Context: an optimization exercise on an open-source flow, tuned for small area. The choices shown serve that exercise and are no tape-out recipe. In this exercise RTL edits were held to simulation tests only and were not proved equivalent to the original.

<file path="flow/design.v">
module regfile_wr_demux32 #(
    parameter int N_BITS   = 32,
    parameter int BYPASS   = 1,
    parameter int ZERO_REG = 1
) (
    input  logic              clk,
    input  logic              rst_n,
    input  logic              wr_en,
    input  logic [4:0]        wr_addr,
    input  logic [N_BITS-1:0] wr_data,
    input  logic [4:0]        rd_addr_a,
    input  logic [4:0]        rd_addr_b,
    output logic [N_BITS-1:0] rd_data_a,
    output logic [N_BITS-1:0] rd_data_b,
    output logic [31:0]       wr_strobe
);
    localparam int FIRST = (ZERO_REG != 0) ? 1 : 0;
    logic [N_BITS-1:0] regs_q [32];
    always_comb begin
        for (int i = 0; i < 32; i++) begin
            wr_strobe[i] = wr_en && (wr_addr == 5'(i));
        end
        if (ZERO_REG != 0) begin
            wr_strobe[0] = 1'b0;
        end
    end
    logic [31:0] row_we, row_hold;
    assign row_we   =  wr_strobe & {32{rst_n}};
    assign row_hold = ~wr_strobe & {32{rst_n}};
    always_ff @(posedge clk) begin
        for (int i = FIRST; i < 32; i++) begin
            regs_q[i] <= ({N_BITS{row_we[i]}} & wr_data)
                       | ({N_BITS{row_hold[i]}} & regs_q[i]);
        end
    end
    logic [31:0] dec_a, dec_b, sel_a, sel_b;
    always_comb begin
        for (int i = 0; i < 32; i++) begin
            dec_a[i] = (rd_addr_a == 5'(i));
            dec_b[i] = (rd_addr_b == 5'(i));
        end
    end
    assign sel_a[0] = (BYPASS != 0) && |(dec_a & wr_strobe);
    assign sel_b[0] = (BYPASS != 0) && |(dec_b & wr_strobe);
    assign sel_a[31:1] = (BYPASS != 0) ? (dec_a[31:1] & ~wr_strobe[31:1]) : dec_a[31:1];
    assign sel_b[31:1] = (BYPASS != 0) ? (dec_b[31:1] & ~wr_strobe[31:1]) : dec_b[31:1];
    for (genvar j = 0; j < N_BITS; j++) begin : g_col
        logic [31:0] col;
        assign col[0] = wr_data[j];
        for (genvar i = 1; i < 32; i++) begin : g_row
            assign col[i] = (i >= FIRST) ? regs_q[i][j] : 1'b0;
        end
        assign rd_data_a[j] = |(sel_a & col);
        assign rd_data_b[j] = |(sel_b & col);
    end
endmodule
</file>
<file path="flow/flow/run.sh">
#!/bin/bash
# Own flow: the standard synthesis fixes the flip-flops (names and cells);
# gen_netlist.py then rewrites the combinational logic by hand, and the
# standard ORFS steps lay the result out, with a leaner clock tree and
# minimum-size port buffers.
set -euo pipefail
R=orfs/results/sky130hd/regfile_wr_demux32/base
bash standard.sh synth > 1_std_synth.log 2>&1
cp $R/1_2_yosys.v std_1_2_yosys.v
python3 flow/gen_netlist.py std_1_2_yosys.v > gen_1_2_yosys.v 2> gen_netlist.log
cp gen_1_2_yosys.v $R/1_2_yosys.v
rm -f $R/1_synth.odb $R/1_synth.sdc
bash standard.sh synth > 1_gen_synth_odb.log 2>&1
bash standard.sh \
  "CTS_ARGS=-sink_clustering_enable -repair_clock_nets -dont_use_dummy_load -buf_list {sky130_fd_sc_hd__clkbuf_8 sky130_fd_sc_hd__clkbuf_16} -sink_clustering_size 24 -sink_clustering_max_diameter 80" \
  "BUFFER_PORTS_ARGS=-buffer_cell sky130_fd_sc_hd__buf_1" \
  finish > 2_standard_finish.log 2>&1
</file>
<file path="flow/flow/gen_netlist.py">
#!/usr/bin/env python3
"""Hand-mapped gate netlist for regfile_wr_demux32 (sky130hd).

usage: gen_netlist.py STD_NETLIST > NETLIST

STD_NETLIST is the standard synthesis of the RTL; only its flip-flop instances
are taken from it (names and cell type are kept), all combinational logic is
written here:
  storage bit   d = a22o(we[i], wr_data[j], hold[i], q)
  read bit      32-term AND-OR: 10 x a222oi + a22oi, nand4/nand4/nand3, or3
Row and select nets with 32 loads are each driven by one nor2_4.
"""
import re
import sys

P = "sky130_fd_sc_hd__"
std = open(sys.argv[1]).read()
ffs = re.findall(r"(sky130_fd_sc_hd__\w+)\s+(\\regs_q\[(\d+)\]\[(\d+)\]\$_DFF_P_)\s*\(", std)
assert len(ffs) == 31 * 32, len(ffs)
ff_cell = {}
for cell, name, i, j in ffs:
    ff_cell[(int(i), int(j))] = (cell, name)
assert set(ff_cell) == {(i, j) for i in range(1, 32) for j in range(32)}

out = []
wires = set()
cnt = [0]


def w(name):
    wires.add(name)
    return name


def g(cell, **pins):
    cnt[0] += 1
    conns = ", ".join(f".{p}({n})" for p, n in pins.items())
    out.append(f"  {P}{cell} g{cnt[0]} ({conns});")


HALVES = 1
DRV = "nor2_4"  # driver of a row / select net with 32 loads


def half(j):
    return j * HALVES // 32


def q(i, j):
    return f"\\regs_q[{i}][{j}] "


# Address literals.
def lits(prefix, bus, nbits):
    for k in range(nbits):
        g("inv_1", A=f"{bus}[{k}]", Y=w(f"{prefix}_n{k}"))


def lit(prefix, bus, k, v):
    return f"{bus}[{k}]" if v else f"{prefix}_n{k}"


lits("wa", "wr_addr", 5)
lits("ra", "rd_addr_a", 5)
lits("rb", "rd_addr_b", 5)
g("inv_1", A="rst_n", Y=w("rst"))

# Write predecode, both polarities.
for m in range(4):
    g("nand2_1", A=lit("wa", "wr_addr", 0, m & 1), B=lit("wa", "wr_addr", 1, m >> 1 & 1),
      Y=w(f"wlo_n{m}"))
    g("inv_1", A=f"wlo_n{m}", Y=w(f"wlo{m}"))
for m in range(8):
    g("nand4_1", A="wr_en", B=lit("wa", "wr_addr", 2, m & 1),
      C=lit("wa", "wr_addr", 3, m >> 1 & 1), D=lit("wa", "wr_addr", 4, m >> 2 & 1),
      Y=w(f"whi_n{m}"))
    g("inv_1", A=f"whi_n{m}", Y=w(f"whi{m}"))

# Row controls. Each high-fanout row net is driven by one strong gate, so
# that no buffer tree is needed.
g("conb_1", LO="wr_strobe[0]", HI=w("unused_hi"))
for i in range(1, 32):
    g("nor2_1", A=f"wlo_n{i & 3}", B=f"whi_n{i >> 2}", Y=f"wr_strobe[{i}]")
    g("nand2_1", A=f"wlo{i & 3}", B=f"whi{i >> 2}", Y=w(f"stb_n{i}"))
    for h in range(HALVES):
        g(DRV, A=f"stb_n{i}", B="rst", Y=w(f"we{i}_{h}"))
        g(DRV, A=f"wr_strobe[{i}]", B="rst", Y=w(f"hold{i}_{h}"))

# Storage.
for i in range(1, 32):
    for j in range(32):
        cell, name = ff_cell[(i, j)]
        h = half(j)
        g("a22o_1", A1=f"we{i}_{h}", A2=f"wr_data[{j}]", B1=f"hold{i}_{h}", B2=q(i, j),
          X=w(f"d_{i}_{j}"))
        out.append(f"  {cell} {name} (.CLK(clk), .D(d_{i}_{j}), .Q({q(i, j)}));")
        wires.add(q(i, j))

# Read ports.
for p, pre, bus in (("a", "ra", "rd_addr_a"), ("b", "rb", "rd_addr_b")):
    # Predecode (active high) from the complemented literals.
    for m in range(4):
        g("nor2_1", A=lit(pre, bus, 0, 1 - (m & 1)), B=lit(pre, bus, 1, 1 - (m >> 1 & 1)),
          Y=w(f"{p}lo{m}"))
    for m in range(8):
        g("nor3_1", A=lit(pre, bus, 2, 1 - (m & 1)), B=lit(pre, bus, 3, 1 - (m >> 1 & 1)),
          C=lit(pre, bus, 4, 1 - (m >> 2 & 1)), Y=w(f"{p}hi{m}"))
    for i in range(0, 32):
        g("nand2_1", A=f"{p}lo{i & 3}", B=f"{p}hi{i >> 2}", Y=w(f"{p}dec_n{i}"))
    for i in range(1, 32):
        for h in range(HALVES):
            g(DRV, A=f"{p}dec_n{i}", B=f"wr_strobe[{i}]", Y=w(f"{p}sel{i}_{h}"))
    # Bypass: wr_en & wr_addr == rd_addr & rd_addr != 0.
    for k in range(5):
        g("xnor2_1", A=f"wr_addr[{k}]", B=f"{bus}[{k}]", Y=w(f"{p}eq{k}"))
    g("nand4_1", A=f"{p}eq0", B=f"{p}eq1", C=f"{p}eq2", D=f"{p}eq3", Y=w(f"{p}t1"))
    g("nand3_1", A=f"{p}eq4", B="wr_en", C=f"{p}dec_n0", Y=w(f"{p}t2"))
    g("nor2_1", A=f"{p}t1", B=f"{p}t2", Y=w(f"{p}byp"))
    for j in range(32):
        terms = [(f"{p}sel{i}_{half(j)}", q(i, j)) for i in range(1, 32)]
        terms.append((f"{p}byp", f"wr_data[{j}]"))
        ys = []
        k = 0
        while terms:
            y = w(f"{p}y_{j}_{k}")
            if len(terms) >= 3 and len(terms) != 4:
                (a1, a2), (b1, b2), (c1, c2) = terms[:3]
                terms = terms[3:]
                g("a222oi_1", A1=a1, A2=a2, B1=b1, B2=b2, C1=c1, C2=c2, Y=y)
            else:
                (a1, a2), (b1, b2) = terms[:2]
                terms = terms[2:]
                g("a22oi_1", A1=a1, A2=a2, B1=b1, B2=b2, Y=y)
            ys.append(y)
            k += 1
        assert len(ys) == 11
        zs = []
        for n, grp in enumerate((ys[0:4], ys[4:8], ys[8:11])):
            z = w(f"{p}z_{j}_{n}")
            if len(grp) == 4:
                g("nand4_1", A=grp[0], B=grp[1], C=grp[2], D=grp[3], Y=z)
            else:
                g("nand3_1", A=grp[0], B=grp[1], C=grp[2], Y=z)
            zs.append(z)
        g("or3_1", A=zs[0], B=zs[1], C=zs[2], X=f"rd_data_{p}[{j}]")

print("module regfile_wr_demux32 (clk, rst_n, wr_en, wr_addr, wr_data, rd_addr_a, rd_addr_b,")
print("  rd_data_a, rd_data_b, wr_strobe);")
print("  input clk;\n  input rst_n;\n  input wr_en;\n  input [4:0] wr_addr;\n  input [31:0] wr_data;")
print("  input [4:0] rd_addr_a;\n  input [4:0] rd_addr_b;")
print("  output [31:0] rd_data_a;\n  output [31:0] rd_data_b;\n  output [31:0] wr_strobe;")
for x in sorted(wires):
    print(f"  wire {x};")
print("\n".join(out))
print("endmodule")
</file>
<file path="flow/standard.sh">
#!/bin/bash
# synth_recipe.tcl (not shown) runs the flow's synth.tcl, then flattens the netlist and writes it again
# the make line also repeats each setting of config.mk as NAME=value (left out here)
make -C /OpenROAD-flow-scripts/flow DESIGN_CONFIG=/design/flow/config.mk WORK_HOME=/design/flow/orfs CLKGATE_MAP_FILE= SYNTH_SCRIPT=/design/flow/synth_recipe.tcl "${@:-finish}"
</file>
<file path="flow/config.mk">
export PLATFORM = sky130hd
export DESIGN_NAME = regfile_wr_demux32
export DESIGN_NICKNAME = regfile_wr_demux32
export VERILOG_FILES = /design/flow/design.v
export SDC_FILE = /design/flow/constraint.sdc
export NUM_CORES = 4
export LEC_CHECK = 0
export CAP_MARGIN = 20
export CORE_MARGIN = 2
export CORE_UTILIZATION = 55
export GPL_TIMING_DRIVEN = 0
export SLEW_MARGIN = 20
</file>
<file path="flow/constraint.sdc">
create_clock -name core_clock -period 8.0 [get_ports {clk}]
set_input_delay 1.6000 -clock core_clock [delete_from_list [all_inputs] [get_ports {clk}]]
set_output_delay 1.6000 -clock core_clock [all_outputs]
set_load 0.01 [all_outputs]
</file>
==> results_dict.tcl <==
set metrics [dict create \
    cts_max_path_buffers 3 \
    dpl.hpwl_um 103600 \
    skew_ps 0 \
    tritoncts "yes" \
    holdCritPathClass "reg -> reg" \
    placed_cells 4412 \
    synth_cells 3275 \
    setup_viol 0 \
    reg.largest.list "regs_q x992" \
    critPathRequiredTime_ps 6400 \
    grt_first_pass_wirelength_um 253500 \
    top_register "regs_q" \
    drt-initial-drc-count 11790 \
    dieHeight_um 271.1 \
    track_usage 0.4581 \
    vias_per_cell 8.910 \
    drc 0 \
    io_pins 146 \
    peakVddDrop_uv 213.8 \
    fill_cells 5399 \
    areaGrowthSynthToFinish_pct 13.51 \
    min_period_ps 6866 \
    synthesis.area_um2 39230 \
    start_util 0.5582 \
    fin_cells 4502 \
    rows 97 \
    relSlewSlack 0.1148 \
    post_cts_buffers 0 \
    drv_cap 0 \
    antenna_found_initial 3 \
    dr.pass1.iters 15 \
    wire_per_inst_um 39.84 \
    fin_setup_tns_ps 0 \
    finalWirelength_um 179400 \
    hold_buffers 0 \
    hold_viol 0 \
    p_int_mw 6.213 \
    gr-total-overflow 0 \
    p_comb_frac 0.070 \
    place.gp.congestion 1.004 \
    die_area_um2 73470 \
    max_freq_mhz 145.6 \
    drv_slew 0 \
    r2r_slack_ps 7290 \
    ff_latch_area_um2 19860 \
    crit_type "in -> out" \
    clk_pin_slew_worst_paths_ps 30 \
    switching_share 0.2527 \
    clockRootBuffer "clkbuf_16" \
    avgSynthCellArea_um2 11.98 \
    core_um2 70270 \
    power_mw 8.313 \
    syn-num-nets 3325 \
    cts.sinks 992 \
    grt_max_degree 41 \
    switchingPower_mw 2.101 \
    io_buffers 144 \
    status "complete, no violations" \
    vias 40110 \
    worstPathMaxFanout 32 \
    p_per_area_nw_per_um2 186.7 \
    worst_pin_slew_ps 1325 \
    ctsHtreeMaxLevel 2 \
    multi_input_area_um2 19280 \
    largest_reg_flops 992 \
    seq_power_share 0.602 \
    ant_nets 0 \
    end_kind "output pin" \
    clock_latency_ps 630 \
    min_period_over_period 0.8583 \
    critPathArrivalTime_ps 5270 \
    cts_inserted_buffers 50 \
    p_leak_nw 15.61 \
    grt_pass1_vias 38230 \
    power_frac_clock 0.328 \
    rsz0062_at_grt "no" \
    post_route_cells_drive_above_1_share 0.08401 \
    die_w_um 271.1 \
    fin_nets 3611 \
    ctsResizeCount 0 \
    synth-warning-count 2 \
    cp-start-kind "primary input" \
]
[layout by cell type, fill, tap and decap left out]
master	count
buf_1	112
nor2_4	126
nand3_1	66
a222oi_1	640
inv_1	27
buf_16	61
a22oi_1	64
buf_2	32
nor2_1	39
conb_1	1
dfxtp_1	992
clkbuf_16	50
xnor2_1	10
inv_8	1
or3_1	64
buf_12	29
nand2_1	99
a22o_1	992
diode_2	3
nor3_1	16
nand4_1	138
[routing by layer]
layer  GRT usage  up-vias  routed length (µm)
li1            -    15580                   -
met1      0.5956    19400               62980
met2      0.6509     4387               74320
met3      0.1513      743               29680
met4      0.2902        4               12340
met5    0.008553        -                  40
[worst max-delay path: stages]
cell and delay (ps):
buf_1 200, nand2_1 390, nor2_1 890, nor2_4 470, a222oi_1 500, nand4_1 500
or3_1 540, buf_1 140
[final timing paths]
path	startpoint	end	cells past startpoint
hold / removal	regs_q[31][21]	regs_q[31][21]	1
hold reg to reg	regs_q[31][21]	regs_q[31][21]	1
setup reg to reg	regs_q[14][15]	regs_q[14][15]	1
setup / recovery	wr_addr[1]	rd_data_a[20]	8
[power by group through the flow]
stage | Combinational (mW) | Clock [mW] | Sequential [mW]
global route | 0.577 | 2.87 | 5.01
floorplan | 0.204 | 0 | 5.11
detailed placement | 0.527 | 0 | 5.11
global placement | 0.465 | 0 | 5.11
CTS | 0.527 | 2.71 | 5.00
finish | 0.583 | 2.73 | 5.00
[area by class of cell]
cell class | instances | area share
Antenna cell | 3 | 0.0001686
Clock buffer | 50 | 0.02810
Inverter | 28 | 0.002529
Multi-Input combinational cell | 2255 | 0.4330
Sequential cell | 992 | 0.4460
Tap cell | 940 | 0.02642
Timing Repair Buffer | 234 | 0.06379
[metrics by stage]
stage          cell area [µm²]  setup slack [ps]  hold slack, ps  utilization
2_1_floorplan            39230              2117           463.3            -
3_3_place_gp             40940             711.3           476.8       0.5826
3_5_place_dp             42370              1367           478.5       0.6029
4_1_cts                  43620              1360           498.7       0.6207
5_1_grt                  44520              1226           519.1       0.6335
6_report                 44520              1134           502.5       0.6336

static timing again, ports no longer ideal:
No port has a modelled driver above. Below, the same layout with a new extraction and two added sets of constraints.
Step 1 (the two cells are an assumption about what drives the block):
set clk [get_ports {clk}]
set_driving_cell -lib_cell sky130_fd_sc_hd__clkbuf_16 $clk
set_driving_cell -lib_cell sky130_fd_sc_hd__buf_2 [delete_from_list [all_inputs] $clk]
Step 2, shift: input delay + t, output delay - t, t = (earliest + latest rising clock arrival at the registers) / 2. This alone moves slack from input paths to output paths.
Three values: no drivers, after step 1, after step 2; two values: the first two.
t (ns): 0.693
slack for setup (ns): 1.134 / 1.109 / 1.109
worst data-port slew with drivers (ns): 0.08
After both steps setup and hold are still met in this run. For this run, drivers alone change the setup slack by -0.025 ns; drivers and shift together by -0.025 ns.
